Context: an optimization exercise on an open-source flow, tuned for small area, a short achievable clock period and few clock cycles per item. The choices shown serve that exercise and are no tape-out recipe.
Only simulation tests tie the RTL to the original design; equivalence was not proved.
Power and IR drop assume default switching activity.

<file path="config.mk">
export PLATFORM = sky130hd
export DESIGN_NAME = rgb565_to_bmp24_stream_writer
export DESIGN_NICKNAME = rgb565_to_bmp24_stream_writer
export VERILOG_FILES = /design/flow/design.v
export SDC_FILE = /design/flow/constraint.sdc
export NUM_CORES = 4
export LEC_CHECK = 0
export ABC_CLOCK_PERIOD_IN_PS = 2500
export CAP_MARGIN = 20
export CORE_MARGIN = 2
export CORE_UTILIZATION = 40
export CTS_BUF_LIST = sky130_fd_sc_hd__clkbuf_8
export SLEW_MARGIN = 20
</file>
<file path="constraint.sdc">
create_clock -name core_clock -period 9.0 [get_ports {clk_i}]
set_input_delay 1.8000 -clock core_clock [delete_from_list [all_inputs] [get_ports {clk_i}]]
set_output_delay 1.8000 -clock core_clock [all_outputs]
set_load 0.01 [all_outputs]
</file>
<file path="design.v">
package r2b_pkg;
  localparam logic [5:0] K_HDR0   = 6'd10;
  localparam logic [5:0] K_M1LAST = 6'd11;
  localparam logic [5:0] K_M2INIT = 6'd15;
  localparam logic [5:0] K_M2LAST = 6'd27;
  localparam logic [5:0] K_RCINC  = 6'd1;
endpackage
import r2b_pkg::*;
module rgb565_to_bmp24_stream_writer (
  input  logic        clk_i,
  input  logic        rst_ni,
  input  logic        pix_valid_i,
  output logic        pix_ready_o,
  input  logic [15:0] pix_rgb565_i,
  output logic        out_valid_o,
  input  logic        out_ready_i,
  output logic [7:0]  out_byte_o,
  output logic        out_last_of_run_o,
  output logic        out_end_of_image_o,
  input  logic        cfg_we_i,
  input  logic [0:0]  cfg_idx_i,
  input  logic [12:0] cfg_data_i
);
  function automatic logic [7:0] scale5(logic [4:0] v);
    logic [2:0] u;
    if (v >= 5'd31)      u = 3'd7;
    else if (v >= 5'd27) u = 3'd6;
    else if (v >= 5'd23) u = 3'd5;
    else if (v >= 5'd18) u = 3'd4;
    else if (v >= 5'd14) u = 3'd3;
    else if (v >= 5'd9)  u = 3'd2;
    else if (v >= 5'd5)  u = 3'd1;
    else                 u = 3'd0;
    scale5 = {v, u};
  endfunction
  function automatic logic [7:0] scale6(logic [5:0] v);
    logic [1:0] t;
    if (v == 6'd63)      t = 2'd3;
    else if (v >= 6'd42) t = 2'd2;
    else if (v >= 6'd21) t = 2'd1;
    else                 t = 2'd0;
    scale6 = {v, t};
  endfunction
  function automatic logic [11:0] clamp_dim(logic [12:0] d);
    clamp_dim[11:1] = d[12] ? 11'd0 : d[11:1];
    clamp_dim[0]    = ~d[12] & (d[0] | (d[11:1] == 11'd0));
  endfunction
  logic [11:0] w_q, h_q;
  always_ff @(posedge clk_i or negedge rst_ni) begin
    if (!rst_ni) begin
      w_q <= 12'd320;
      h_q <= 12'd240;
    end else if (cfg_we_i) begin
      if (cfg_idx_i[0]) h_q <= clamp_dim(cfg_data_i);
      else              w_q <= clamp_dim(cfg_data_i);
    end
  end
  wire [12:0] w_full = {w_q == 12'd0, w_q};
  wire [12:0] h_full = {h_q == 12'd0, h_q};
  logic        pb_full_q;    
  logic        nrdy_q;       
  logic        pnew_q;       
  logic [1:0]  ph_q;         
  logic [1:0]  pad_q;        
  logic        hdr_q;        
  logic [5:0]  hidx_q;       
  logic        ov_q;         
  logic        sf_q;         
  logic [15:0] pb_q;
  logic [12:0] acc_q;             
  logic [11:0] lo_q;              
  logic        bw_q;              
  logic        qi_q;              
  logic [7:0]  byte_q, sbyte_q;
  logic        last_q, eoi_q, slast_q, seoi_q;
  wire [11:0] cc = lo_q;
  wire [11:0] rc = acc_q[11:0];
  logic re_q, fe_q;
  wire  first = fe_q;
  wire go       = ~sf_q;                     
  wire out_free = ~ov_q | out_ready_i;       
  wire pad_pend = (pad_q != 2'd0);
  wire k_ge10   = (hidx_q >= K_HDR0);
  wire sel_pad = pad_pend;
  wire sel_hdr = ~pad_pend & hdr_q & k_ge10;
  wire sel_pix = ~pad_pend & ~hdr_q & pb_full_q & ~(pnew_q & first);
  wire sel_any = sel_pad | sel_hdr | sel_pix;
  wire sel_g   = sel_pix & ph_q[0];
  wire sel_r   = sel_pix & ph_q[1];
  wire hfree   = hdr_q & ~k_ge10;
  wire hstep   = hfree | (go & sel_hdr);
  wire init1 = pnew_q & first;
  wire m1    = (hidx_q <= K_M1LAST);
  wire m2    = (hidx_q > K_M2INIT) && (hidx_q <= K_M2LAST);
  wire mstep = hstep & (m1 | m2);
  wire init2 = hstep & (hidx_q == K_M2INIT);
  wire hlast = hstep & (hidx_q == 6'd63);
  wire at9   = (hidx_q == K_M1LAST - 6'd2) | (hidx_q == K_M2LAST - 6'd2);
  wire at10  = (hidx_q == K_M1LAST - 6'd1) | (hidx_q == K_M2LAST - 6'd1);
  wire ws0   = ~lo_q[0];
  wire ws1   = ~lo_q[1];
  wire ws2   = at10 ? w_full[12] : ~lo_q[2];
  wire ws3   = at9 ? w_full[12] : (~lo_q[3] & ~at10);
  wire bw_n  = (~ws0 & (ws2 | bw_q)) | (ws2 & bw_q);
  wire qi_n  = ws1 ^ ws3 ^ bw_n;
  wire [13:0] msum = {1'b0, acc_q} + ({14{qi_q}} & {1'b0, h_full});
  wire cc_adv  = pnew_q & ~first;
  wire lo_load = init1 | init2 | hlast | (cc_adv & re_q);
  wire [11:0] inc_in  = hdr_q ? ~h_q : (re_q ? rc : cc);
  wire [11:0] inc_out = inc_in + 12'd1;
  always_ff @(posedge clk_i) begin
    if (init1 | init2) begin
      acc_q <= init1 ? 13'd13 : 13'd0;      
      bw_q  <= 1'b0;
      qi_q  <= w_full[0] ^ w_full[2];
    end else if (mstep) begin
      acc_q <= msum[13:1];
      bw_q  <= bw_n;
      qi_q  <= qi_n;
    end else if (hlast | (cc_adv & re_q)) begin
      acc_q <= {1'b0, inc_out};
    end
    if (lo_load)     lo_q <= ~w_q;
    else if (mstep)  lo_q <= {msum[0], lo_q[11:1]};
    else if (cc_adv) lo_q <= inc_out;
  end
  wire [24:0] prod = {acc_q, lo_q};
  function automatic logic [7:0] size_byte(logic [24:0] p, logic [1:0] k, logic lsb1);
    case (k)
      2'd0:    size_byte = {p[5:0], lsb1, 1'b0};
      2'd1:    size_byte = p[13:6];
      2'd2:    size_byte = p[21:14];
      default: size_byte = {6'd0, p[23:22]};
    endcase
  endfunction
  logic [7:0] hdr_byte;
  always_comb begin
    case (hidx_q)
      6'd10: hdr_byte = 8'h42;
      6'd11: hdr_byte = 8'h4D;
      6'd12, 6'd13, 6'd14, 6'd15: hdr_byte = size_byte(prod, hidx_q[1:0], 1'b1);
      6'd20: hdr_byte = 8'd54;
      6'd24: hdr_byte = 8'd40;
      6'd28: hdr_byte = w_full[7:0];
      6'd29: hdr_byte = {3'd0, w_full[12:8]};
      6'd32: hdr_byte = inc_out[7:0];
      6'd33: hdr_byte = {4'hF, inc_out[11:8]};
      6'd34, 6'd35: hdr_byte = 8'hFF;
      6'd36: hdr_byte = 8'd1;
      6'd38: hdr_byte = 8'd24;
      6'd44, 6'd45, 6'd46, 6'd47: hdr_byte = size_byte(prod, hidx_q[1:0], 1'b0);
      default: hdr_byte = 8'h00;
    endcase
  end
  wire       pb_free   = ~pb_full_q | (ph_q[1] & go);
  wire       accept    = pix_valid_i & pb_free;
  wire       pb_full_d = pb_free ? pix_valid_i : pb_full_q;
  wire [1:0] ph_d      = (go & sel_pix) ? (ph_q[1] ? 2'd0 : ph_q + 2'd1) : ph_q;
  wire       sf_d      = ~out_free & (sf_q | sel_any);
  always_ff @(posedge clk_i or negedge rst_ni) begin
    if (!rst_ni) begin
      fe_q       <= 1'b1;
      pb_full_q  <= 1'b0;
      nrdy_q     <= 1'b0;
      pnew_q     <= 1'b0;
      ph_q       <= 2'd0;
      pad_q      <= 2'd0;
      hdr_q      <= 1'b0;
      ov_q       <= 1'b0;
      sf_q       <= 1'b0;
    end else begin
      pnew_q     <= accept;
      pb_full_q  <= pb_full_d;
      nrdy_q     <= pb_full_d & ~(ph_d[1] & ~sf_d);
      ph_q       <= ph_d;
      if (go & sel_g) fe_q <= (cc == 12'hFFE) & (rc == 12'hFFF);
      if (go) begin
        if (sel_r)        pad_q <= re_q ? w_q[1:0] : 2'd0;
        else if (sel_pad) pad_q <= pad_q - 2'd1;
      end
      if (init1)      hdr_q <= 1'b1;
      else if (hlast) hdr_q <= 1'b0;
      ov_q <= sf_q | (go & sel_any) | ~out_free;
      sf_q <= sf_d;
    end
  end
  always_ff @(posedge clk_i) begin
    if (init1)      hidx_q <= 6'd0;
    else if (hstep) hidx_q <= hidx_q + 6'd1;
  end
  always_ff @(posedge clk_i) begin
    if (pb_free) pb_q <= pix_rgb565_i;
    if (go & sel_g) begin
      re_q <= (cc == 12'hFFE);
    end
  end
  logic [7:0] byte_d;
  logic       last_d, eoi_d;
  wire        pad0 = (w_q[1:0] == 2'd0);
  wire [4:0]  s5_in = ph_q[1] ? pb_q[15:11] : pb_q[4:0];
  always_comb begin
    byte_d = 8'h00;
    last_d = 1'b0;
    eoi_d  = 1'b0;
    if (sel_pad) begin
      last_d = (pad_q == 2'd1);
      eoi_d  = fe_q & (pad_q == 2'd1);
    end else if (hdr_q) begin
      byte_d = hdr_byte;
    end else if (ph_q[0]) begin
      byte_d = scale6(pb_q[10:5]);
    end else begin
      byte_d = scale5(s5_in);
      last_d = ph_q[1] & (~re_q | pad0);
      eoi_d  = ph_q[1] & fe_q & pad0;
    end
  end
  always_ff @(posedge clk_i) begin
    if (~sf_q) begin
      sbyte_q <= byte_d;
      slast_q <= last_d;
      seoi_q  <= eoi_d;
    end
    if (out_free) begin
      byte_q <= sf_q ? sbyte_q : byte_d;
      last_q <= sf_q ? slast_q : last_d;
      eoi_q  <= sf_q ? seoi_q  : eoi_d;
    end
  end
  assign pix_ready_o        = ~nrdy_q;
  assign out_valid_o        = ov_q;
  assign out_byte_o         = byte_q;
  assign out_last_of_run_o  = last_q;
  assign out_end_of_image_o = eoi_q;
endmodule
</file>
<file path="flow/run.sh">
#!/bin/bash
# The standard layout, with plain buffers (buf_1) on the ports instead of the default port
# buffer cell (the resizer still sizes them up where timing needs it), and timing repair
# aiming for 6.3 ns of setup slack.
set -euo pipefail
bash standard.sh "BUFFER_PORTS_ARGS=-buffer_cell sky130_fd_sc_hd__buf_1" SETUP_SLACK_MARGIN=6.3 finish > standard_make.log 2>&1
</file>
<file path="standard.sh">
#!/bin/bash
# synth_recipe.tcl (not shown) runs the flow's synth.tcl, then flattens the netlist and writes it again
# the make line also repeats each setting of config.mk as NAME=value (left out here)
make -C /OpenROAD-flow-scripts/flow DESIGN_CONFIG=/design/flow/config.mk WORK_HOME=/design/flow/orfs CLKGATE_MAP_FILE= SYNTH_SCRIPT=/design/flow/synth_recipe.tcl "${@:-finish}"
</file>
==> results of run 1 <==
layout make-up:
class | count | area share, %
clock buffers | 9 | 1.63
inverters | 21 | 1.04
clock inverters | 7 | 0.855
repair buffers | 76 | 5.82
multi-input cells | 534 | 49.9
flip-flops and latches | 105 | 37.2
well taps | 220 | 3.62
repair_timing:
| action | in CTS | in global routing |
|---|---|---|
| setup endpoints to repair | 77 | 61 |
| endpoints found under the hold margin | 0 | 0 |
| gates resized for setup | 20 | 42 |
| setup buffers | 5 | 22 |
| pin swaps | 1 | 7 |
cells in the mapped netlist, types with 11 or more instances:
master and number:
nor3_1 23, dfxtp_1 17, nand2_1 84, o21ai_0 58, buf_2 11, mux2i_1 23, inv_1 20, nand2b_1 22
clkbuf_1 18, ha_1 21, o21ai_1 12, xor2_1 14, dfrtp_1 28, and2_1 16, edfxtp_1 53, xnor2_1 12
a21oi_1 38, nor2_1 42
path summary, 6_finish.rpt:
path | startpoint | cells after the start | endpoint
min in group asynchronous | rst_ni | 1 | h_q[2]
worst max register to register | re_q | 7 | byte_q[6]
worst min-delay path | slast_q | 2 | slast_q
worst max-delay path | nrdy_q | 2 | pix_ready_o
worst min register to register | slast_q | 2 | slast_q
max in group asynchronous | rst_ni | 1 | sf_q
layout by cell type, fill, tap and decap left out, types with 7 or more instances in the layout:
cell and count:
a21oi_1 36, a31oi_1 8, and2_1 16, buf_1 35, buf_4 28, clkbuf_2 10
clkbuf_8 9, dfrtp_1 25, dfstp_2 7, dfxtp_1 12, edfxtp_1 53, ha_1 17
inv_1 19, mux2i_1 23, mux2i_4 7, nand2_1 83, nand2b_1 21, nand3_1 9
nand4_1 10, nor2_1 41, nor3_1 23, nor4_1 7, o21ai_0 55, o21ai_1 13
xnor2_1 11, xor2_1 12
worst min-delay path: cells and delay by family (launching register included):
| kind | cells | cell delay [ns] |
|---|---|---|
| buffers and inverters | 1 | 0.04 |
| flip-flops | 1 | 0.31 |
| AO/OA/AOI/OAI | 1 | 0.06 |
registers in the layout, indices dropped and copies added (netlist names), 6 cells and up:
register / count
sbyte_q: 8
hidx_q: 6
w_q: 12
byte_q: 8
acc_q: 13
pb_q: 16
lo_q: 12
h_q: 12
power groups by stage:
stage / sequential [mW] / combinational, mW / clock [mW]
4_1_cts: 0.712 / 0.448 / 0.294
3_5_place_dp: 0.725 / 0.434 / 0
5_1_grt: 0.726 / 0.529 / 0.312
2_1_floorplan: 0.674 / 0.344 / 0
3_3_place_gp: 0.725 / 0.424 / 0
6_report: 0.716 / 0.482 / 0.289
metrics by stage:
stage	std cells	cell area (um^2)	worst slack (ns)	util, %
CTS	950	7260	6.22	44.1
global placement	929	6970	5.52	42.3
global route	972	7610	6.24	46.2
floorplan	697	6700	6.36	-
finish	972	7610	6.27	46.2
detailed placement	929	6970	5.38	42.3
per-layer routing:
layer,vias to the layer above,GRT usage (%)
met5,-,0
li1,2684,-
met2,275,33.3
met1,2707,30.9
met3,52,4.79
met4,0,10.1
cell families (layout without fill, tap and decap cells):
group           after synthesis  in the layout  share of synthesized area, %
buf+inv                      58            113                          4.20
flops                       105            105                          42.0
compound gates              191            191                          18.8
simple gates                258            258                          20.3
xor+xnor                     26             26                          3.40
fa+ha+maj                    23             23                          4.37
mux                          36             36                          6.87
==> reports/qor.yml, run 1 <==
status: "complete, no violations"
wl_met3_um: 1710
max-clock-path-buffers: 2
syn2layout_area_growth_pct: 13.7
grt_pass1_wl_um: 30300
synthArstFlopShare_pct: 33.3
power.total_mw: 1.49
clk_latency_ns: 0.40
die_y_um: 133
grt_remaining_overflow: 0
powerDensity_nw_per_um2: 195
pin_count: 47
drt-initial-drc-count: 526
tightest_slew_ns: 0.815
maxCapViolations: 0
maxSlewHeadroom_pct: 45.7
slowest_delay_ns: 0.39
drt-vias-per-instance: 5.88
multi_input_area_um2: 3800
h-tree-depth: 3
clock_skew_ns: 0.0139
gr-usage-all-layers_pct: 22.2
routed-via-count: 5718
timing.hold.ws_ns: 0.462
crit_type: "flip-flop to output pin"
synth_cell_type_count: 86
drt_first_pass_iters: 7
switching_power_uw: 561
swShare_pct: 37.7
wl_um: 19700
fmax_mhz: 366
die_area_um2: 17800
root_buffer: "clkbuf_8"
crit_path_end_kind: "output pin"
power.internal_uw: 927
port_buffers: 46
finalCritPeriodShare_pct: 30.4
grt_max_degree: 36
wl_per_cell_um: 20.2
wl_met1_um: 8470
synth_area_um2: 6700
avgSynthCellArea_um2: 9.61
min_path_type: "flip-flop to flip-flop"
setup_viol: 0
hpwl_um: 14600
met2_length_um: 8820
gp_congestion: 0.941
drive_above_1_share_pct: 18.1
required_ns: 7.20
synth_fp_nets: 754
tns_ns: 0
fillCellCount: 1580
core-area_um2: 16500
drv_slew: 0
final.min_clock_period_ns: 2.73
fp.dieW_um: 133
pwr-share-seq_pct: 48.1
synthTopCellsByArea: "edfxtp_1 (24%), dfrtp_1 (10%), dfxtp_1 (5.1%)"
synth-edff-count: 53
arrival_ns: 0.93
synth_top_area_share_pct: 23.8
r2r_setup_slack_ns: 6.35
fp-row-count: 47
path_buf_inv: 2
rsz0062_at_grt: "true"
hold_violations: 0
p_clk_share_pct: 19.5
top_layer_used: "met4"
antenna_found_initial: 0
finalNetCount: 804
seq_area_frac_synth_pct: 42.0
drc_errors: 0
seq_area_um2: 2830
crit_family: "flip-flops"
synth_ff_type: "edfxtp_1"
antenna_cells: 0
cts.sinks: 105
cts_tree: "built"
cp-start-kind: "flip-flop"
p_comb_share_pct: 32.4
netlist_instances: 697
critPathSlowestCell: "dfrtp_1"
path_clk_slew_ns: 0.10
ys_ff_latch: 105
numCtsBuffers: 9
peakVddDrop_v: 0.000118
postRouteAntennaNets: 0
cts_hold_buf: 0
cp_max_fo: 1
grt_pass1_vias: 5435
ys_warn_count: 1
crit_chain: "inv_2 -> buf_6"
start_util_pct: 40.7
synth_top_area_cell: "edfxtp_1"
leakage_nw: 2.85
Testbench counts, summed over its fixed seeds: cycles 80,551, pixels 25,456.
==> run 2, diff against run 1 <==
--- a/config.mk
+++ b/config.mk
@@ -8,6 +8,7 @@
 export ABC_CLOCK_PERIOD_IN_PS = 2500
 export CAP_MARGIN = 20
 export CORE_MARGIN = 2
-export CORE_UTILIZATION = 40
+export CORE_UTILIZATION = 50
 export CTS_BUF_LIST = sky130_fd_sc_hd__clkbuf_8
 export SLEW_MARGIN = 20
+export TNS_END_PERCENT = 0
==> run 2 against run 1 <==
Still clean; final area down 3.5%; combinational power down 4%; first-iteration DRC count up 2.5%; hold slack worse by 0.0013 ns; global-route usage up 6.5 points; die area down 19%; clock power about the same; clock skew down 0.0055 ns; critical endpoint is now byte_q[1]; largest power group unchanged.
==> reports/qor.yml, run 2 <==
status: "complete, no violations"
netlist_instances: 697
required_ns: 9.15
grt_use_met2_pct: 43.5
synthAdderAreaFrac_pct: 4.37
drc_errors: 0
grt_util_met3_pct: 4.66
maxSlewHeadroom_pct: 43.9
synth_simple_gate_area_share_pct: 20.3
root_buffer: "clkbuf_8"
synth-xor-area-share_pct: 3.40
fp-row-count: 42
synth_cell_type_count: 86
synth_fp_nets: 754
routed-via-count: 5666
start_util_pct: 51.0
avgSynthCellArea_um2: 9.61
layout_commonest_cell: "nand2_1"
drv_slew: 0
synth-edff-count: 53
synth_area_um2: 6700
tns_ns: 0
critPathSlowestCell: "edfxtp_1"
cts.sinks: 105
synth_top_area_cell: "edfxtp_1"
ys_ff_latch: 105
wl_um: 20000
max-clock-path-buffers: 2
fp.dieW_um: 120
arrival_ns: 3.00
crit_path_end_kind: "flip-flop"
grtUsageMet1_pct: 42.1
hpwl_um: 15100
numCtsBuffers: 9
synthTopCellsByCount: "nand2_1 (84), o21ai_0 (58), edfxtp_1 (53)"
drt-initial-drc-count: 539
crit_chain: "buf_4 -> mux2i_1 -> mux2i_2 -> ha_1 -> a211o_1 -> a221oi_1 -> nand3_1 -> a31oi_1 -> o21ai_1"
globalRoute.busiestLayer: "met2"
rsz0062_at_grt: "true"
clock_skew_ns: 0.00840
syn2layout_area_growth_pct: 9.66
cp_max_fo: 4
antenna_cells: 0
fin_ws_ns: 6.15
h-tree-depth: 3
final_cell_mix: "nand2_1 (84), o21ai_0 (56), edfxtp_1 (53), buf_1 (44), nor2_1 (42)"
min_path_type: "flip-flop to flip-flop"
dp_cells: 886
cts_tree: "built"
seq_area_frac_synth_pct: 42.0
path_buf_inv: 1
die_area_um2: 14300
port_buffers: 46
dp_slack_ns: 5.40
cp-start-kind: "flip-flop"
synth_ff_type: "edfxtp_1"
finalNetCount: 787
timing.hold.ws_ns: 0.461
synth_compound_area_share_pct: 18.8
drt-vias-per-instance: 6.22
synth_top_area_share_pct: 23.8
wl_per_cell_um: 22.0
setup_viol: 0
finalCritPeriodShare_pct: 31.7
path_clk_slew_ns: 0.10
postRouteAntennaNets: 0
leakage_nw: 2.74
synth_top_family_by_area: "simple AND/OR/NAND/NOR gates"
grt_remaining_overflow: 0
grt_pass1_wl_um: 30800
reg_top3: "pb_q (16), acc_q (13)"
die_y_um: 120
core-area_um2: 13100
final_cell_count_no_fill: 911
crit_type: "flip-flop to flip-flop"
final.min_clock_period_ns: 2.85
grt_pass1_vias: 5364
top_register: "pb_q"
largest_reg_flops: 16
power.total_mw: 1.48
drt_first_pass_iters: 11
gr-usage-all-layers_pct: 28.7
pin_count: 47
crit_family: "compound AO/OA/AOI/OAI gates"
synth_mux_area_share_pct: 6.87
hold_violations: 0
grt_max_degree: 36
ys_warn_count: 1
slowest_delay_ns: 0.52
gp_congestion: 0.946
powerDensity_nw_per_um2: 201
synthArstFlopShare_pct: 33.3
synthTopCellsByArea: "edfxtp_1 (24%), dfrtp_1 (10%), dfxtp_1 (5.1%)"
clk_latency_ns: 0.40
drive_above_1_share_pct: 13.9
peakVddDrop_v: 0.000141
maxCapViolations: 0
yosysMostFrequentCell: "nand2_1"
tightest_slew_ns: 0.841
fmax_mhz: 350
antenna_found_initial: 0
==> run 2: cell counts after synthesis <==
Identical to the previous run, type by type.
==> run 2: what timing repair did <==
item	CTS	global route
setup endpoints to repair	74	61
resized for setup	14	21
pin swaps	1	2
hold buffers	0	0
setup buffers	7	2
==> run 2: path summary, 6_finish.rpt <==
path	start	to	slack [ns]	cells after the start
min	slast_q	slast_q	0.46	2
max in group asynchronous	rst_ni	h_q[0]	6.93	1
max reg2reg	re_q	byte_q[1]	6.15	9
min in group asynchronous	rst_ni	ov_q	1.48	1
min reg2reg	slast_q	slast_q	0.46	2
max	re_q	byte_q[1]	6.15	9
==> run 2: layout make-up <==
type | count | area [um^2]
well taps | 176 | 220
clock inverters | 7 | 63.8
flip-flops and latches | 105 | 2820
multi-input cells | 534 | 3750
fillers | 1194 | 5790
inverters | 21 | 78.8
repair buffers | 59 | 289
clock buffers | 9 | 124
==> run 2: logic make-up after synthesis <==
| logic type | Yosys count |
|---|---|
| xor gates and xnor gates | 26 |
| buffers and inverters | 58 |
| muxes | 36 |
| and+or+nand+nor | 258 |
| AOI/OAI and AO/OA | 191 |
| adders and majority gates | 23 |
| DFF | 105 |
==> run 2: worst register-to-register path, delay by kind of cell, from the launching register on <==
| kind | cells | cell delay, ns |
|---|---|---|
| fa+ha+maj | 1 | 0.42 |
| simple gates | 1 | 0.12 |
| mux | 2 | 0.45 |
| compound gates | 4 | 0.93 |
| buf+inv | 1 | 0.17 |
| flops | 1 | 0.52 |
==> run 2: power breakdown <==
part	switching [mW]	total (mW)	internal [mW]
combinational	0.277	0.465	0.188
clock	0.182	0.287	0.105
sequential	0.105	0.723	0.617
==> run 2: per-layer routing <==
layer | wire, um | share of wire (%) | vias to the layer above
met3 | 1560 | 7.8 | 55
met2 | 8690 | 43 | 275
met4 | 645 | 3.2 | 0
met1 | 9110 | 46 | 2698
li1 | - | - | 2638
met5 | 0 | 0 | -
==> run 2: per-stage QoR <==
stage,utilization (%),cell area [um^2]
3_5_place_dp,52.7,6920
6_report,55.9,7350
2_1_floorplan,-,6700
4_1_cts,54.9,7210
3_3_place_gp,52.7,6920
5_1_grt,55.9,7350
==> run 3, diff against run 2 <==
--- a/config.mk
+++ b/config.mk
@@ -8,7 +8,8 @@
 export ABC_CLOCK_PERIOD_IN_PS = 2500
 export CAP_MARGIN = 20
 export CORE_MARGIN = 2
-export CORE_UTILIZATION = 50
+export CORE_UTILIZATION = 40
 export CTS_BUF_LIST = sky130_fd_sc_hd__clkbuf_8
+export PLACE_DENSITY = 0.75
 export SLEW_MARGIN = 20
 export TNS_END_PERCENT = 0
==> run 3 against run 2 <==
Critical path depth down 1; clock skew up 0.0049 ns; register-to-register slack better by 0.096 ns; sequential power down 1%; fmax up 3.5%; global-route usage down 7.7 points; combinational power down 2%; non-clock buffer count up 2; power up 2.6%; clock-buffer cell count unchanged; clock power up about 20%; critical endpoint is now byte_q[2].
==> reports/qor.yml, run 3 <==
power.total_mw: 1.51
wl_per_cell_um: 19.3
placed_area_um2: 6960
clock_skew_ns: 0.0133
die_area_um2: 17800
required_ns: 9.15
switching_power_uw: 549
gp_congestion: 1.01
pwr-share-seq_pct: 47.1
synth_top_area_cell: "edfxtp_1"
maxSlewHeadroom_pct: 41.1
status: "complete, no violations"
synth_area_um2: 6700
finalNetCount: 789
wl_um: 18500
root_buffer: "clkbuf_8"
crit_chain: "buf_6 -> mux2i_4 -> ha_1 -> o211ai_2 -> nor4_4 -> xnor2_1 -> o211ai_1 -> o211a_1"
drt_first_pass_iters: 6
path_clk_slew_ns: 0.11
postLayoutCellArea_um2: 7410
leakage_nw: 2.75
grt_pass1_wl_um: 28900
clk_latency_ns: 0.40
cp_max_fo: 22
max-clock-path-buffers: 2
grt_max_degree: 36
powerDensity_nw_per_um2: 204
finalCritPeriodShare_pct: 30.6
grt_remaining_overflow: 0
yosysMostFrequentCell: "nand2_1"
worstRegToRegCells: 8
start_util_pct: 40.7
ys_ff_latch: 105
arrival_ns: 2.91
final.min_clock_period_ns: 2.76
drive_above_1_share_pct: 13.0
synth_ff_type: "edfxtp_1"
ys_warn_count: 1
h-tree-depth: 3
synthTopCellsByCount: "nand2_1 (84), o21ai_0 (58), edfxtp_1 (53)"
drv_slew: 0
crit_type: "flip-flop to flip-flop"
fillCellCount: 1563
fp-row-count: 47
critPathSlowestCell: "mux2i_4"
power.internal_uw: 965
cp-start-kind: "flip-flop"
cts.sinks: 105
setup_viol: 0
fp.dieW_um: 133
avgSynthCellArea_um2: 9.61
seq_area_frac_synth_pct: 42.0
antenna_found_initial: 0
final_cell_count_no_fill: 957
core-area_um2: 16500
syn2layout_area_growth_pct: 10.6
drt-vias-per-instance: 5.99
synthArstFlopShare_pct: 33.3
swShare_pct: 36.3
rsz0062_at_grt: "true"
hpwl_um: 13500
layout_commonest_cell: "nand2_1"
port_buffers: 46
crit_path_end_kind: "flip-flop"
maxCapViolations: 0
utilization_pct: 45.0
tns_ns: 0
top_register: "pb_q"
reg_top3: "pb_q (16), acc_q (13)"
min_path_type: "flip-flop to flip-flop"
gr-usage-all-layers_pct: 21.0
slowest_delay_ns: 0.37
tightest_slew_ns: 0.884
largest_reg_flops: 16
hold_violations: 0
synth-edff-count: 53
antenna_cells: 0
die_y_um: 133
drc_errors: 0
cts_tree: "built"
p_comb_share_pct: 30.2
final_cell_mix: "nand2_1 (84), o21ai_0 (56), edfxtp_1 (53), buf_1 (44), nor2_1 (42)"
pin_count: 47
p_clk_share_pct: 22.7
hold_depth: 2
grt_pass1_vias: 5183
routed-via-count: 5731
netlist_instances: 697
dp_cells: 928
synthTopCellsByArea: "edfxtp_1 (24%), dfrtp_1 (10%), dfxtp_1 (5.1%)"
numCtsBuffers: 9
postRouteAntennaNets: 0
synth_top_area_share_pct: 23.8
peakVddDrop_v: 0.000157
fmax_mhz: 363
synth_cell_type_count: 86
synth_fp_nets: 754
drt-initial-drc-count: 732
-- run 3: cell types whose count changed in the layout (fill, tap and decap cells not counted), sizes merged --
cell | previous run | this run
bufinv | 0 | 2
buf | 58 | 60
clkinv | 3 | 1
clkinvlp | 2 | 1
inv | 23 | 24
-- run 3: repair_timing --
action	CTS	global route
gates resized for setup	16	10
pin swaps	2	2
endpoints found under the setup margin	80	60
setup buffers	8	5
hold buffers	0	0
-- run 3: metrics by stage --
step / hold slack, ns / setup slack, ns
floorplan: 0.430 / 6.36
global placement: 0.461 / 5.39
detailed placement: 0.450 / 5.28
CTS: 0.465 / 6.24
global route: 0.499 / 6.18
finish: 0.461 / 6.24
-- run 3: power groups by stage --
stage	sequential (mW)	combinational, mW	clock, mW
floorplan	0.674	0.344	0
global placement	0.717	0.424	0
detailed placement	0.720	0.434	0
CTS	0.709	0.446	0.349
global route	0.724	0.502	0.363
finish	0.714	0.457	0.344
-- run 3: logic make-up (layout without fill, tap and decap cells) --
kind of cell,after synthesis,count (layout),synth area share [%]
xor gates and xnor gates,26,26,3.40
DFF,105,105,42.0
and+or+nand+nor,258,258,20.3
muxes,36,36,6.87
adders and majority gates,23,23,4.37
buffers and inverters,58,98,4.20
AOI/OAI and AO/OA,191,191,18.8
-- run 3: per-layer routing --
metal / routed length, um / share of wire, % / track usage, %
met4: 827 / 4.5 / 9.69
met5: 0 / 0 / 0
met3: 1830 / 9.9 / 3.88
met2: 8080 / 44 / 30.9
met1: 7720 / 42 / 29.9
-- run 3: final cells by class --
cell class,instances,area (um^2),area share (%)
multi-input cells,534,3690,49.8
flip-flops and latches,105,2820,38.1
repair buffers,61,304,4.10
well taps,220,275,3.72
clock buffers,9,124,1.67
clock inverters,7,113,1.52
inverters,21,78.8,1.06
-- run 3: critical path, delay by kind of cell, from the launching register on --
kind / cells / cell delay [ns]
adders and majority gates: 1 / 0.26
xor gates and xnor gates: 1 / 0.36
buffers and inverters: 1 / 0.31
AOI/OAI and AO/OA: 3 / 0.57
muxes: 1 / 0.37
DFF: 1 / 0.36
and+or+nand+nor: 1 / 0.26
-- run 3: path summary, 6_finish.rpt --
path	slack, ns	start	endpoint
worst max register to register	6.24	hdr_q	byte_q[2]
worst min-delay path	0.46	slast_q	slast_q
worst max-delay path	6.24	hdr_q	byte_q[2]
max in group asynchronous	6.89	rst_ni	sf_q
worst min register to register	0.46	slast_q	slast_q
min in group asynchronous	1.51	rst_ni	h_q[8]
==> run 4, diff against run 3 <==
--- a/config.mk
+++ b/config.mk
@@ -10,6 +10,5 @@
 export CORE_MARGIN = 2
 export CORE_UTILIZATION = 40
 export CTS_BUF_LIST = sky130_fd_sc_hd__clkbuf_8
-export PLACE_DENSITY = 0.75
 export SLEW_MARGIN = 20
 export TNS_END_PERCENT = 0
==> run 4 against run 3 <==
Largest cell class unchanged; wire length up 5.5%; via count fell by 1.8%; largest power group unchanged; fmax is 0.44% higher; global-route usage increased by 1.2 points; hold slack better by 0.0016 ns; clock skew up 0.00058 ns; still clean; critical path depth decreased by 6; clock power shrank 16%; first-iteration DRC count shrank 34%; clock-buffer cell count unchanged; combinational power about the same; cell count decreased by 0.42%.
==> reports/qor.yml, run 4 <==
status: "complete, no violations"
antenna_found_initial: 0
root_buffer: "clkbuf_8"
worstRegToRegCells: 10
hold_end: "slast_q"
layout_commonest_cell: "nand2_1"
antenna_cells: 0
path_buf_inv: 2
numCtsBuffers: 9
drt_first_pass_iters: 7
maxSlewHeadroom_pct: 45.4
synthTopCellsByCount: "nand2_1 (84), o21ai_0 (58), edfxtp_1 (53)"
largest_reg_flops: 16
h-tree-depth: 3
cp-start-kind: "flip-flop"
gp_congestion: 0.941
arrival_ns: 0.95
fp-row-count: 47
max-clock-path-buffers: 2
fmax_mhz: 364
wl_per_cell_um: 20.4
synth_fp_nets: 754
crit_family: "flip-flops"
routed-via-count: 5627
synth-edff-count: 53
hold_depth: 2
synth_top_area_cell: "edfxtp_1"
grt_remaining_overflow: 0
finalCritPeriodShare_pct: 30.5
cts.sinks: 105
postRouteAntennaNets: 0
r2r_setup_slack_ns: 6.30
required_ns: 7.20
drt-vias-per-instance: 5.90
die_y_um: 133
min_from: "slast_q"
p_clk_share_pct: 19.7
drc_errors: 0
grt_max_degree: 36
cts_tree: "built"
power.internal_uw: 912
drv_slew: 0
p_comb_share_pct: 31.4
ys_warn_count: 1
top_register: "pb_q"
drt-initial-drc-count: 482
setup_viol: 0
leakage_nw: 2.70
swShare_pct: 37.7
r2r_start: "qi_q"
clock_skew_ns: 0.0139
syn2layout_area_growth_pct: 10.3
synth_top_area_share_pct: 23.8
synthArstFlopShare_pct: 33.3
start_util_pct: 40.7
hpwl_um: 14600
utilization_pct: 44.9
synth_area_um2: 6700
grt_use_met2_pct: 32.8
grt_pass1_wl_um: 30200
final_cell_count_no_fill: 953
avgSynthCellArea_um2: 9.61
rsz0062_at_grt: "true"
switching_power_uw: 553
seq_area_frac_synth_pct: 42.0
crit_path_end_kind: "output pin"
finalNetCount: 785
tightest_slew_ns: 0.819
synth_cell_type_count: 86
grtUsageMet1_pct: 31.0
final_cell_mix: "nand2_1 (84), o21ai_0 (56), edfxtp_1 (53), buf_1 (44), nor2_1 (41)"
synthTopCellsByArea: "edfxtp_1 (24%), dfrtp_1 (10%), dfxtp_1 (5.1%)"
grt_util_met3_pct: 4.49
fp.dieW_um: 133
cp_max_fo: 1
crit_type: "flip-flop to output pin"
reg_top3: "pb_q (16), acc_q (13)"
powerDensity_nw_per_um2: 198
die_area_um2: 17800
min_path_type: "flip-flop to flip-flop"
grt_pass1_vias: 5430
power.total_mw: 1.46
core-area_um2: 16500
wl_um: 19500
critPathSlowestCell: "dfrtp_1"
pin_count: 47
dp_cells: 929
tns_ns: 0
final.min_clock_period_ns: 2.75
reg2reg_to: "acc_q[12]"
peakVddDrop_v: 0.000118
cts_hold_buf: 0
path_clk_slew_ns: 0.10
yosysMostFrequentCell: "nand2_1"
hold_violations: 0
clk_latency_ns: 0.40
ys_ff_latch: 105
maxCapViolations: 0
slowest_delay_ns: 0.38
netlist_instances: 697
pwr-share-seq_pct: 48.9
port_buffers: 46
drive_above_1_share_pct: 13.9
synth_ff_type: "edfxtp_1"
globalRoute.busiestLayer: "met2"
crit_chain: "inv_1 -> buf_6"
gr-usage-all-layers_pct: 22.1
==> run 4: cell types whose count changed in the layout (fill, tap and decap cells not counted), moves of 2 or more <==
cell	change
o21ai_2	+2
o21ai_1	-2
bufinv_16	-2
dfxtp_2	+3
dfxtp_1	-3
buf_4	-3
==> run 4: logic make-up (layout without fill, tap and decap cells) <==
kind of cell    Yosys count  count (layout)  share of synthesized area, %
xor+xnor                 26              26                          3.40
buf+inv                  58              94                          4.20
simple gates            258             258                          20.3
fa+ha+maj                23              23                          4.37
mux                      36              36                          6.87
compound gates          191             191                          18.8
flops                   105             105                          42.0
==> run 4: timing repair <==
item | 4_1_cts | 5_1_grt
pin swaps | 1 | 2
setup endpoints to repair | 77 | 61
buffers inserted | 4 | 4
gates resized for setup | 12 | 31
==> run 4: how the worst max path moves through the flow <==
stage	from	end	slack, ns	depth (start not counted)
final	nrdy_q	pix_ready_o	6.25	2
after CTS	hidx_q[1]	lo_q[7]	6.20	8
after global routing	nrdy_q	pix_ready_o	6.22	2
after floorplan	hidx_q[0]	lo_q[0]	6.36	10
after detailed placement	hidx_q[0]	lo_q[0]	5.38	9
after global placement	hidx_q[0]	lo_q[0]	5.52	9
==> run 4: per-layer routing <==
metal  part of all wire, %  wire, um
met1                    43      8420
met2                    44      8640
met3                   8.2      1600
met4                   4.2       811
met5                     0         0
==> run 4: power groups by stage <==
stage          sequential, mW  combinational, mW  clock (mW)
2_1_floorplan           0.674              0.344           0
3_3_place_gp            0.725              0.424           0
3_5_place_dp            0.725              0.434           0
4_1_cts                 0.712              0.444       0.294
5_1_grt                 0.725              0.507       0.312
6_report                0.716              0.460       0.289
==> run 4: layout make-up <==
| type | instances | area, um^2 |
|---|---|---|
| fill | 1606 | 9070 |
| multi-input combinational | 534 | 3750 |
| sequential | 105 | 2830 |
| timing repair buffer | 57 | 277 |
| tap | 220 | 275 |
| clock buffer | 9 | 124 |
| inverter | 21 | 78.8 |
| clock inverter | 7 | 65.1 |
==> run 4: through the flow <==
stage               area, um^2  setup slack, ns  hold WS [ns]
floorplan                 6700             6.36         0.430
global placement          6970             5.52         0.446
global route              7390             6.22         0.497
CTS                       7220             6.20         0.467
finish                    7390             6.25         0.463
detailed placement        6970             5.38         0.452
==> run 4: worst register-to-register path: cells and delay by family (launching register included) <==
kind,cells,cell delay (ns)
fa+ha+maj,1,0.32
compound gates,4,1.01
buf+inv,3,0.44
flops,1,0.46
simple gates,2,0.23
==> run 5, diff against run 4 <==
--- a/config.mk
+++ b/config.mk
@@ -6,9 +6,9 @@
 export NUM_CORES = 4
 export LEC_CHECK = 0
 export ABC_CLOCK_PERIOD_IN_PS = 2500
-export CAP_MARGIN = 20
+export CAP_MARGIN = 5
 export CORE_MARGIN = 2
 export CORE_UTILIZATION = 40
 export CTS_BUF_LIST = sky130_fd_sc_hd__clkbuf_8
-export SLEW_MARGIN = 20
+export SLEW_MARGIN = 5
 export TNS_END_PERCENT = 0
==> run 5 against run 4 <==
Clock-buffer cell count is the same; non-clock buffer count is the same; highest routed layer unchanged; cell count is the same; clock skew is the same; combinational power is essentially flat; via count is the same; critical path depth is the same; global-route usage is the same; wire length is the same; critical endpoint unchanged; fmax is the same.
==> reports/qor.yml, run 5 <==
synthArstFlopShare_pct: 33.3
synth_fp_nets: 754
power.internal_uw: 912
netlist_instances: 697
final.min_clock_period_ns: 2.75
drt-initial-drc-count: 482
numCtsBuffers: 9
gr-usage-all-layers_pct: 22.1
grt_pass1_vias: 5430
synth_cell_type_count: 86
leakage_nw: 2.70
required_ns: 7.20
largest_reg_flops: 16
grt_remaining_overflow: 0
die_y_um: 133
pwr-share-seq_pct: 48.9
antenna_found_initial: 0
arrival_ns: 0.95
fmax_mhz: 364
synth_area_um2: 6700
p_clk_share_pct: 19.7
tns_ns: 0
hold_violations: 0
antenna_cells: 0
ys_ff_latch: 105
final_cell_count_no_fill: 953
cts.sinks: 105
finalNetCount: 785
placed_area_um2: 6970
synthTopCellsByCount: "nand2_1 (84), o21ai_0 (58), edfxtp_1 (53)"
status: "complete, no violations"
postRouteAntennaNets: 0
drc_errors: 0
switching_power_uw: 553
clk_latency_ns: 0.40
port_buffers: 46
synth_top_area_cell: "edfxtp_1"
reg_top3: "pb_q (16), acc_q (13)"
powerDensity_nw_per_um2: 198
routed-via-count: 5627
yosysMostFrequentCell: "nand2_1"
start_util_pct: 40.7
grt_pass1_wl_um: 30200
utilization_pct: 44.9
seq_area_um2: 2830
fp-row-count: 47
root_buffer: "clkbuf_8"
h-tree-depth: 3
synth_top_area_share_pct: 23.8
multi_input_area_um2: 3750
clock_skew_ns: 0.0139
grt_max_degree: 36
slowest_delay_ns: 0.38
hpwl_um: 14600
rsz0062_at_grt: "true"
cts_hold_buf: 0
p_comb_share_pct: 31.4
critPathSlowestCell: "dfrtp_1"
wl_per_cell_um: 20.4
seq_area_frac_synth_pct: 42.0
drt-vias-per-instance: 5.90
cp-start-kind: "flip-flop"
path_clk_slew_ns: 0.10
fillCellCount: 1606
tightest_slew_ns: 0.819
layout_commonest_cell: "nand2_1"
final_cell_mix: "nand2_1 (84), o21ai_0 (56), edfxtp_1 (53), buf_1 (44), nor2_1 (41)"
ys_warn_count: 1
maxCapViolations: 0
syn2layout_area_growth_pct: 10.3
peakVddDrop_v: 0.000118
synth_ff_type: "edfxtp_1"
timing.hold.ws_ns: 0.463
max-clock-path-buffers: 2
crit_path_end_kind: "output pin"
fp.dieW_um: 133
core-area_um2: 16500
gp_congestion: 0.941
cp_max_fo: 1
finalCritPeriodShare_pct: 30.5
die_area_um2: 17800
top_register: "pb_q"
synthTopCellsByArea: "edfxtp_1 (24%), dfrtp_1 (10%), dfxtp_1 (5.1%)"
synth-edff-count: 53
min_path_type: "flip-flop to flip-flop"
postLayoutCellArea_um2: 7390
crit_chain: "inv_1 -> buf_6"
drive_above_1_share_pct: 13.9
avgSynthCellArea_um2: 9.61
cts_tree: "built"
swShare_pct: 37.7
pin_count: 47
drt_first_pass_iters: 7
drv_slew: 0
setup_viol: 0
crit_type: "flip-flop to output pin"
maxSlewHeadroom_pct: 45.4
dp_cells: 929
wl_um: 19500
-- run 5: cell counts after synthesis --
No cell type changed its count.
-- run 5: area by class of cell --
cell class	count	area share, %
clock buffer	9	1.68
clock inverter	7	0.880
inverter	21	1.07
multi-input combinational	534	50.7
sequential	105	38.2
tap	220	3.72
timing repair buffer	57	3.74
-- run 5: path summary, 6_finish.rpt --
check                           depth (start not counted)  slack (ns)     endpoint  startpoint
worst min register to register                          2        0.46      slast_q     slast_q
worst max register to register                         10        6.30    acc_q[12]        qi_q
max in group asynchronous                               1        6.96         sf_q      rst_ni
worst max-delay path                                    2        6.25  pix_ready_o      nrdy_q
min in group asynchronous                               1        1.48       h_q[2]      rst_ni
worst min-delay path                                    2        0.46      slast_q     slast_q
-- run 5: cells by family after synthesis --
logic type | after synthesis | synth area share, %
and+or+nand+nor | 258 | 20.3
AOI/OAI and AO/OA | 191 | 18.8
DFF | 105 | 42.0
buffers and inverters | 58 | 4.20
muxes | 36 | 6.87
xor gates and xnor gates | 26 | 3.40
adders and majority gates | 23 | 4.37
-- run 5: critical path: cells and delay by family, from the launching register on --
family	cells	cell delay (ns)
DFF	1	0.38
buffers and inverters	2	0.17
-- run 5: power by group through the flow --
stage	Clock (mW)	Sequential, mW	Combinational (mW)
floorplan	0	0.674	0.344
global placement	0	0.725	0.424
detailed placement	0	0.725	0.434
CTS	0.294	0.712	0.444
global route	0.312	0.725	0.507
finish	0.289	0.716	0.460
-- run 5: per-stage QoR --
step	total power [mW]	setup slack [ns]
global placement	1.15	5.52
CTS	1.45	6.20
floorplan	1.02	6.36
global route	1.54	6.22
finish	1.46	6.25
detailed placement	1.16	5.38
-- run 5: layer usage --
layer	global-route usage (%)	wire length [um]
met5	0	0
met2	32.8	8640
met1	31.0	8420
met4	10.5	811
met3	4.49	1600
-- run 5: timing repair --
action | 4_1_cts | 5_1_grt
setup buffers | 4 | 4
endpoints found under the setup margin | 77 | 61
pin swaps | 1 | 2
gates resized for setup | 12 | 31
==> run 6, diff against run 5 <==
==> flow/run.sh (replaced) <==
#!/bin/bash
# The standard layout, with plain buffers (buf_1) on the ports instead of the default port
# buffer cell (the resizer still sizes them up where timing needs it), and timing repair
# aiming for 6.4 ns of setup slack.
set -euo pipefail
bash standard.sh "BUFFER_PORTS_ARGS=-buffer_cell sky130_fd_sc_hd__buf_1" SETUP_SLACK_MARGIN=6.4 finish > standard_make.log 2>&1
--- a/config.mk
+++ b/config.mk
@@ -6,9 +6,8 @@
 export NUM_CORES = 4
 export LEC_CHECK = 0
 export ABC_CLOCK_PERIOD_IN_PS = 2500
-export CAP_MARGIN = 5
+export CAP_MARGIN = 20
 export CORE_MARGIN = 2
 export CORE_UTILIZATION = 40
 export CTS_BUF_LIST = sky130_fd_sc_hd__clkbuf_8
-export SLEW_MARGIN = 5
-export TNS_END_PERCENT = 0
+export SLEW_MARGIN = 20
==> run 6 against run 5 <==
Still clean; non-clock buffer count up 35; die area is the same; core utilization up 3.8 points; fmax grew 1.4%; synthesized area did not move; cell count increased by 3.8%; critical endpoint is now out_byte_o[2]; largest power group unchanged; highest routed layer unchanged.
==> reports/qor.yml, run 6 <==
status: "complete, no violations"
synthTopCellsByCount: "nand2_1 (84), o21ai_0 (58), edfxtp_1 (53)"
synth_fp_nets: 754
pin_count: 47
leakage_nw: 2.99
r2r_setup_slack_ns: 6.41
min_from: "slast_q"
fin_ws_ns: 6.29
ys_warn_count: 1
synth_ff_type: "edfxtp_1"
grt_remaining_overflow: 0
finalNetCount: 821
core-area_um2: 16500
drv_slew: 0
gp_congestion: 0.917
p_comb_share_pct: 32.9
yosysMostFrequentCell: "nand2_1"
largest_reg_flops: 16
drive_above_1_share_pct: 23.5
p_clk_share_pct: 21.2
r2r_start: "re_q"
powerDensity_nw_per_um2: 195
cts_tree: "built"
fp.dieW_um: 133
drc_errors: 0
crit_type: "flip-flop to output pin"
synth_area_um2: 6700
peakVddDrop_v: 0.000114
wl_per_cell_um: 20.9
synth_top_area_cell: "edfxtp_1"
syn2layout_area_growth_pct: 19.8
synthArstFlopShare_pct: 33.3
crit_chain: "clkbuf_2"
min_path_type: "flip-flop to flip-flop"
grt_pass1_wl_um: 31000
synth-edff-count: 53
tns_ns: 0
required_ns: 7.20
reg2reg_to: "byte_q[1]"
utilization_pct: 48.7
gr-usage-all-layers_pct: 22.9
hold_end: "slast_q"
fmax_mhz: 369
maxCapViolations: 0
cp-start-kind: "flip-flop"
rsz0062_at_grt: "true"
crit_family: "flip-flops"
max-clock-path-buffers: 2
start_util_pct: 40.7
grt_pass1_vias: 5413
swShare_pct: 36.3
routed-via-count: 5911
path_buf_inv: 1
pwr-share-seq_pct: 45.9
die_area_um2: 17800
ys_ff_latch: 105
clock_skew_ns: 0.0141
netlist_instances: 697
finalCritPeriodShare_pct: 30.1
timing.hold.ws_ns: 0.454
top_register: "pb_q"
path_clk_slew_ns: 0.10
hold_violations: 0
cts.sinks: 105
worst-path-stages: 1
arrival_ns: 0.91
fp-row-count: 47
switching_power_uw: 568
drt-initial-drc-count: 592
antenna_cells: 0
cp_max_fo: 1
port_buffers: 46
setup_viol: 0
antenna_found_initial: 0
wl_um: 20700
critPathSlowestCell: "edfxtp_1"
drt_first_pass_iters: 6
tightest_slew_ns: 0.818
root_buffer: "clkbuf_8"
final_cell_mix: "nand2_1 (83), o21ai_0 (55), edfxtp_1 (53), nor2_1 (42), buf_4 (41)"
hpwl_um: 14900
layout_commonest_cell: "nand2_1"
avgSynthCellArea_um2: 9.61
final.min_clock_period_ns: 2.71
grt_max_degree: 36
drt-vias-per-instance: 5.98
worstRegToRegCells: 9
synth_top_area_share_pct: 23.8
maxSlewHeadroom_pct: 45.5
seq_area_frac_synth_pct: 42.0
dp_slack_ns: 5.37
h-tree-depth: 3
reg_top3: "pb_q (16), acc_q (13)"
hold_depth: 2
clk_latency_ns: 0.39
slowest_delay_ns: 0.39
power.internal_uw: 997
crit_path_end_kind: "output pin"
numCtsBuffers: 9
die_y_um: 133
synthTopCellsByArea: "edfxtp_1 (24%), dfrtp_1 (10%), dfxtp_1 (5.1%)"
synth_cell_type_count: 86
postRouteAntennaNets: 0
-- run 6: cell counts after synthesis --
No cell type changed its count.
-- run 6: layout make-up --
class / count / area (um^2)
Inverter: 21 / 82.6
Timing Repair Buffer: 92 / 593
Clock buffer: 9 / 124
Tap cell: 220 / 275
Multi-Input combinational cell: 535 / 4020
Clock inverter: 7 / 101
Sequential cell: 105 / 2830
Fill cell: 1546 / 8440
-- run 6: cell families after synthesis --
logic type	share of synthesized area [%]
compound gates	18.8
xor+xnor	3.40
fa+ha+maj	4.37
buf+inv	4.20
flops	42.0
mux	6.87
simple gates	20.3
-- run 6: stage by stage --
stage / cell area, um^2 / std cells / power (mW)
floorplan: 6700 / 697 / 1.02
global placement: 6960 / 928 / 1.16
global route: 8020 / 989 / 1.64
detailed placement: 6960 / 928 / 1.16
finish: 8020 / 989 / 1.57
CTS: 7560 / 964 / 1.52
-- run 6: layer usage --
metal  GRT usage (%)  part of all wire (%)  vias to the layer above
li1                -                     -                     2714
met1            32.1                    43                     2874
met2            34.3                    45                      278
met3            4.95                   8.5                       45
met4            9.99                   3.1                        0
met5               0                     0                        -
-- run 6: worst max-delay path by stage --
stage                          to  slack (ns)  startpoint
floorplan               acc_q[12]        6.43        qi_q
global placement          lo_q[4]        5.45   hidx_q[1]
detailed placement        lo_q[5]        5.37   hidx_q[1]
CTS                 out_byte_o[2]        6.26   byte_q[2]
global route          pix_ready_o        6.24      nrdy_q
finish              out_byte_o[2]        6.29   byte_q[2]
-- run 6: power groups by stage --
| stage | Clock (mW) | Sequential [mW] | Combinational [mW] |
|---|---|---|---|
| 2_1_floorplan | 0 | 0.674 | 0.344 |
| 3_3_place_gp | 0 | 0.727 | 0.428 |
| 3_5_place_dp | 0 | 0.728 | 0.436 |
| 4_1_cts | 0.336 | 0.715 | 0.469 |
| 5_1_grt | 0.352 | 0.728 | 0.560 |
| 6_report | 0.332 | 0.719 | 0.516 |
-- run 6: repair_timing --
action                                  CTS  global route
setup buffers                            20            24
resized for setup                        44            53
cloned                                    0             1
pin swaps                                10            25
endpoints found under the setup margin   80            57
hold buffers                              0             0
hold endpoints to repair                  0             0
==> run 7, diff against run 6 <==
--- a/config.mk
+++ b/config.mk
@@ -11,3 +11,4 @@
 export CORE_UTILIZATION = 40
 export CTS_BUF_LIST = sky130_fd_sc_hd__clkbuf_8
 export SLEW_MARGIN = 20
+export TNS_END_PERCENT = 0
==> run 7 against run 6 <==
Largest cell class unchanged; worst setup slack got worse by 0.0035 ns; highest routed layer unchanged; clock-buffer cell count unchanged; synthesized cell count unchanged.
==> reports/qor.yml, run 7 <==
drv_slew: 0
slowest_delay_ns: 0.39
pin_count: 47
routed-via-count: 5733
crit_family: "flip-flops"
path_buf_inv: 1
crit_path_end_kind: "output pin"
globalRoute.busiestLayer: "met2"
reg_top3: "pb_q (16), acc_q (13)"
layout_commonest_cell: "nand2_1"
crit_type: "flip-flop to output pin"
seq_area_frac_synth_pct: 42.0
synthArstFlopShare_pct: 33.3
grt_pass1_wl_um: 30300
finalCritPeriodShare_pct: 30.1
grt_pass1_vias: 5305
dp_cells: 928
rsz0062_at_grt: "true"
numCtsBuffers: 9
grt_util_met3_pct: 5.29
setup_viol: 0
ys_ff_latch: 105
syn2layout_area_growth_pct: 14.0
r2r_setup_slack_ns: 6.32
cts.sinks: 105
final_cell_mix: "nand2_1 (84), o21ai_0 (56), edfxtp_1 (53), buf_1 (44), nor2_1 (42)"
leakage_nw: 2.82
critPathSlowestCell: "edfxtp_1"
fp.dieW_um: 133
clk_latency_ns: 0.39
clock_skew_ns: 0.0145
synth_area_um2: 6700
fillCellCount: 1590
maxCapViolations: 0
grt_use_met2_pct: 33.9
die_area_um2: 17800
final_cell_count_no_fill: 965
synthTopCellsByCount: "nand2_1 (84), o21ai_0 (58), edfxtp_1 (53)"
synth_fp_nets: 754
peakVddDrop_v: 0.000114
netlist_instances: 697
synth_cell_type_count: 86
crit_chain: "buf_1"
cp-start-kind: "flip-flop"
synth-edff-count: 53
wl_um: 20200
top_register: "pb_q"
hold_violations: 0
ys_warn_count: 1
synth_top_area_cell: "edfxtp_1"
multi_input_area_um2: 3830
wl_per_cell_um: 21.0
synth_ff_type: "edfxtp_1"
drive_above_1_share_pct: 16.1
drc_errors: 0
cts_tree: "built"
gp_congestion: 0.917
drt_first_pass_iters: 6
root_buffer: "clkbuf_8"
largest_reg_flops: 16
min_path_type: "flip-flop to flip-flop"
maxSlewHeadroom_pct: 45.7
grt_max_degree: 36
grtUsageMet1_pct: 31.5
finalNetCount: 797
cp_max_fo: 1
start_util_pct: 40.7
arrival_ns: 0.91
status: "complete, no violations"
die_y_um: 133
seq_area_um2: 2830
fp-row-count: 47
yosysMostFrequentCell: "nand2_1"
drt-initial-drc-count: 600
synthTopCellsByArea: "edfxtp_1 (24%), dfrtp_1 (10%), dfxtp_1 (5.1%)"
final.min_clock_period_ns: 2.71
tightest_slew_ns: 0.814
postRouteAntennaNets: 0
hpwl_um: 14900
tns_ns: 0
path_clk_slew_ns: 0.10
antenna_found_initial: 0
h-tree-depth: 3
max-clock-path-buffers: 2
antenna_cells: 0
core-area_um2: 16500
avgSynthCellArea_um2: 9.61
dp_slack_ns: 5.37
drt-vias-per-instance: 5.94
powerDensity_nw_per_um2: 201
synth_top_area_share_pct: 23.8
fmax_mhz: 369
grt_remaining_overflow: 0
fin_ws_ns: 6.29
port_buffers: 46
gr-usage-all-layers_pct: 22.5
required_ns: 7.20
## run 7: repair_timing
| item | 4_1_cts | 5_1_grt |
|---|---|---|
| setup endpoints to repair | 80 | 78 |
| hold buffers | 0 | 0 |
| pin swaps | 2 | 6 |
| cloned | 0 | 1 |
| setup buffers | 8 | 12 |
| resized for setup | 19 | 32 |
## run 7: layout make-up
class / count / share of cell area (%)
flip-flops and latches: 105 / 37.0
multi-input cells: 535 / 50.2
clock buffers: 9 / 1.62
inverters: 21 / 1.03
well taps: 220 / 3.61
clock inverters: 7 / 1.33
repair buffers: 68 / 5.18
## run 7: logic make-up (layout without fill, tap and decap cells)
kind of cell | count (synthesis) | count (layout) | share of synthesized area, %
muxes | 36 | 36 | 6.87
and+or+nand+nor | 258 | 259 | 20.3
adders and majority gates | 23 | 23 | 4.37
buffers and inverters | 58 | 105 | 4.20
xor gates and xnor gates | 26 | 26 | 3.40
DFF | 105 | 105 | 42.0
AOI/OAI and AO/OA | 191 | 191 | 18.8
## run 7: path summary, 6_finish.rpt
check,start,endpoint,cells past startpoint
setup / recovery,byte_q[2],out_byte_o[2],1
hold / removal,slast_q,slast_q,2
setup reg to reg,qi_q,acc_q[7],9
hold reg to reg,slast_q,slast_q,2
max in group asynchronous,rst_ni,h_q[1],1
min in group asynchronous,rst_ni,pad_q[1],1
## run 7: per-layer routing
layer	up-vias	wire (um)
met4	0	607
met5	-	0
li1	2672	-
met1	2764	9050
met3	46	1530
met2	251	9030
## run 7: power by group
part | internal (mW) | switching (mW)
sequential | 0.617 | 0.101
combinational | 0.201 | 0.281
clock | 0.159 | 0.173
## run 7: per-stage QoR
| step | cell area (um^2) | utilization, % | hold WS (ns) | power (mW) |
|---|---|---|---|---|
| after CTS | 7320 | 44.5 | 0.460 | 1.50 |
| after global placement | 6960 | 42.3 | 0.460 | 1.16 |
| after floorplan | 6700 | - | 0.430 | 1.02 |
| after detailed placement | 6960 | 42.3 | 0.446 | 1.16 |
| after global routing | 7630 | 46.4 | 0.491 | 1.61 |
| final | 7630 | 46.4 | 0.454 | 1.53 |
## run 7: worst register-to-register path, delay by kind of cell (launching register included)
family	cells	cell delay, ns
AOI/OAI and AO/OA	4	0.91
xor gates and xnor gates	1	0.24
adders and majority gates	1	0.34
buffers and inverters	1	0.17
DFF	1	0.46
and+or+nand+nor	2	0.32
==> run 8, diff against run 7 <==
==> flow/run.sh (replaced) <==
#!/bin/bash
# The standard layout, with plain buffers (buf_1) on the ports instead of the default port
# buffer cell (the resizer still sizes them up where timing needs it), and timing repair
# aiming for 6.3 ns of setup slack, without its last-gasp pass.
set -euo pipefail
bash standard.sh "BUFFER_PORTS_ARGS=-buffer_cell sky130_fd_sc_hd__buf_1" SETUP_SLACK_MARGIN=6.3 SKIP_LAST_GASP=1 finish > standard_make.log 2>&1
==> run 8 against run 7 <==
Still clean on timing, DRC and antenna; die area unchanged; via count decreased by 1.8%; sequential cell count unchanged.
==> reports/qor.yml, run 8 <==
wl_per_cell_um: 20.4
dp_slack_ns: 5.38
grt_use_met2_pct: 32.8
top_register: "pb_q"
synthAdderAreaFrac_pct: 4.37
reg_top3: "pb_q (16), acc_q (13)"
cts_hold_buf: 0
multi_input_area_um2: 3750
synth_compound_area_share_pct: 18.8
pin_count: 47
drv_slew: 0
grt_pass1_vias: 5430
antenna_cells: 0
synth_simple_gate_area_share_pct: 20.3
fp-row-count: 47
seq_area_frac_synth_pct: 42.0
clk_latency_ns: 0.40
hold_end: "slast_q"
leakage_nw: 2.70
synthTopCellsByCount: "nand2_1 (84), o21ai_0 (58), edfxtp_1 (53)"
synthTopCellsByArea: "edfxtp_1 (24%), dfrtp_1 (10%), dfxtp_1 (5.1%)"
drive_above_1_share_pct: 13.9
slowest_delay_ns: 0.38
drc_errors: 0
root_buffer: "clkbuf_8"
routed-via-count: 5627
avgSynthCellArea_um2: 9.61
rsz0062_at_grt: "true"
hold_depth: 2
hpwl_um: 14600
final.min_clock_period_ns: 2.75
r2r_start: "qi_q"
fillCellCount: 1606
clock_skew_ns: 0.0139
seq_area_um2: 2830
wl_um: 19500
drt_first_pass_iters: 7
setup_viol: 0
finalCritPeriodShare_pct: 30.5
numCtsBuffers: 9
path_clk_slew_ns: 0.10
synth_mux_area_share_pct: 6.87
cp_max_fo: 1
fp.dieW_um: 133
grt_max_degree: 36
required_ns: 7.20
gp_congestion: 0.941
dp_cells: 929
grtUsageMet1_pct: 31.0
crit_type: "flip-flop to output pin"
synthArstFlopShare_pct: 33.3
cts.sinks: 105
status: "complete, no violations"
maxCapViolations: 0
drt-initial-drc-count: 482
largest_reg_flops: 16
min_path_type: "flip-flop to flip-flop"
layout_commonest_cell: "nand2_1"
h-tree-depth: 3
peakVddDrop_v: 0.000118
die_area_um2: 17800
tightest_slew_ns: 0.819
grt_util_met3_pct: 4.49
arrival_ns: 0.95
r2r_setup_slack_ns: 6.30
fmax_mhz: 364
worstRegToRegCells: 10
yosysMostFrequentCell: "nand2_1"
synth_top_area_share_pct: 23.8
netlist_instances: 697
grt_remaining_overflow: 0
crit_chain: "inv_1 -> buf_6"
port_buffers: 46
tns_ns: 0
die_y_um: 133
core-area_um2: 16500
crit_family: "flip-flops"
maxSlewHeadroom_pct: 45.4
path_buf_inv: 2
synth-xor-area-share_pct: 3.40
cp-start-kind: "flip-flop"
hold_violations: 0
min_from: "slast_q"
start_util_pct: 40.7
gr-usage-all-layers_pct: 22.1
fin_ws_ns: 6.25
final_cell_count_no_fill: 953
critPathSlowestCell: "dfrtp_1"
synth_area_um2: 6700
postRouteAntennaNets: 0
finalNetCount: 785
synth_top_family_by_area: "simple AND/OR/NAND/NOR gates"
globalRoute.busiestLayer: "met2"
ys_ff_latch: 105
synth-edff-count: 53
synth_ff_type: "edfxtp_1"
synth_fp_nets: 754
synth_top_area_cell: "edfxtp_1"
syn2layout_area_growth_pct: 10.3
reg2reg_to: "acc_q[12]"
final_cell_mix: "nand2_1 (84), o21ai_0 (56), edfxtp_1 (53), buf_1 (44), nor2_1 (41)"
grt_pass1_wl_um: 30200
crit_path_end_kind: "output pin"
max-clock-path-buffers: 2
powerDensity_nw_per_um2: 198
synth_cell_type_count: 86
antenna_found_initial: 0
ys_warn_count: 1
cts_tree: "built"
drt-vias-per-instance: 5.90
## run 8: cell types whose count changed in the layout (fill, tap and decap cells not counted), sizes merged
cell,change
buf,-11
bufinv,-2
clkinv,+1
inv,+1
or3,-1
## run 8: logic make-up (layout without fill, tap and decap cells)
logic type,count (synthesis),in the layout
fa+ha+maj,23,23
xor+xnor,26,26
compound gates,191,191
mux,36,36
simple gates,258,258
flops,105,105
buf+inv,58,94
## run 8: layout make-up
type / instances / area share, %
Multi-Input combinational cell: 534 / 50.7
Sequential cell: 105 / 38.2
Timing Repair Buffer: 57 / 3.74
Tap cell: 220 / 3.72
Clock buffer: 9 / 1.68
Inverter: 21 / 1.07
Clock inverter: 7 / 0.880
## run 8: metrics by stage
step / instance area [um^2] / util [%] / total power, mW / hold WS (ns)
floorplan: 6700 / - / 1.02 / 0.430
global placement: 6970 / 42.3 / 1.15 / 0.446
detailed placement: 6970 / 42.3 / 1.16 / 0.452
CTS: 7220 / 43.9 / 1.45 / 0.467
global route: 7390 / 44.9 / 1.54 / 0.497
finish: 7390 / 44.9 / 1.46 / 0.463
## run 8: worst min-delay path, cell delays in order, from the launching register on
cell     delay, ns
dfxtp_1       0.31
inv_1         0.04
a21oi_1       0.06
## run 8: worst max-delay path by stage
stage               depth (start not counted)      start  slack (ns)           to
floorplan                                  10  hidx_q[0]        6.36      lo_q[0]
global placement                            9  hidx_q[0]        5.52      lo_q[0]
detailed placement                          9  hidx_q[0]        5.38      lo_q[0]
CTS                                         8  hidx_q[1]        6.20      lo_q[7]
global route                                2     nrdy_q        6.22  pix_ready_o
finish                                      2     nrdy_q        6.25  pix_ready_o
## run 8: timing repair
item	CTS	global route
cloned	0	0
endpoints found under the setup margin	77	61
resized for setup	12	31
pin swaps	1	2
setup buffers	4	4
## run 8: metal layers
layer	vias to the layer above	routed length, um
met5	-	0
met4	0	811
met3	59	1600
met2	260	8640
met1	2660	8420
li1	2648	-
## run 8: report_power, final
part	total [mW]	leakage (nW)	internal (mW)	switching [mW]
Clock	0.289	0.0909	0.106	0.183
Combinational	0.460	1.55	0.189	0.271
Sequential	0.716	1.06	0.617	0.0988
Total	1.46	2.70	0.912	0.553

[afterwards: timing with drivers on the ports]
The results above use ideal ports. As a check the final layouts listed here were re-extracted and re-timed, cells and wires unchanged.
Step 1 assumes that a clkbuf_16 drives the clock port and a buf_2 every other input.
Step 2 moves the port delays by t, midway between the first and last clock arrival at a register: inputs arrive t later, outputs are due t later. That takes back most of the time a late clock gives input paths.
a / b / c = no drivers / after step 1 / after step 2; a / b = the first two.
run	t (ns)	slack for setup (ns)	slew at the worst register clock pin (ns)	worst slew at a driven data input, ns
run 1	0.429	6.267 / 6.229 / 6.116	0.11 / 0.11	0.03
run 2	0.431	6.147 / 6.147 / 6.132	0.11 / 0.11	0.03
run 3	0.431	6.243 / 6.223 / 6.131	0.11 / 0.11	0.04
run 4	0.432	6.255 / 6.215 / 6.119	0.11 / 0.11	0.03
run 5	0.432	6.255 / 6.215 / 6.119	0.11 / 0.11	0.03
run 6	0.417	6.291 / 6.254 / 6.145	0.11 / 0.11	0.03
run 7	0.418	6.288 / 6.251 / 6.142	0.11 / 0.11	0.03
run 8	0.432	6.255 / 6.215 / 6.119	0.11 / 0.11	0.03
After both steps every run listed still meets setup and hold. For run 1, which loses most, drivers alone change the setup slack by -0.038 ns; drivers and shift together by -0.151 ns.
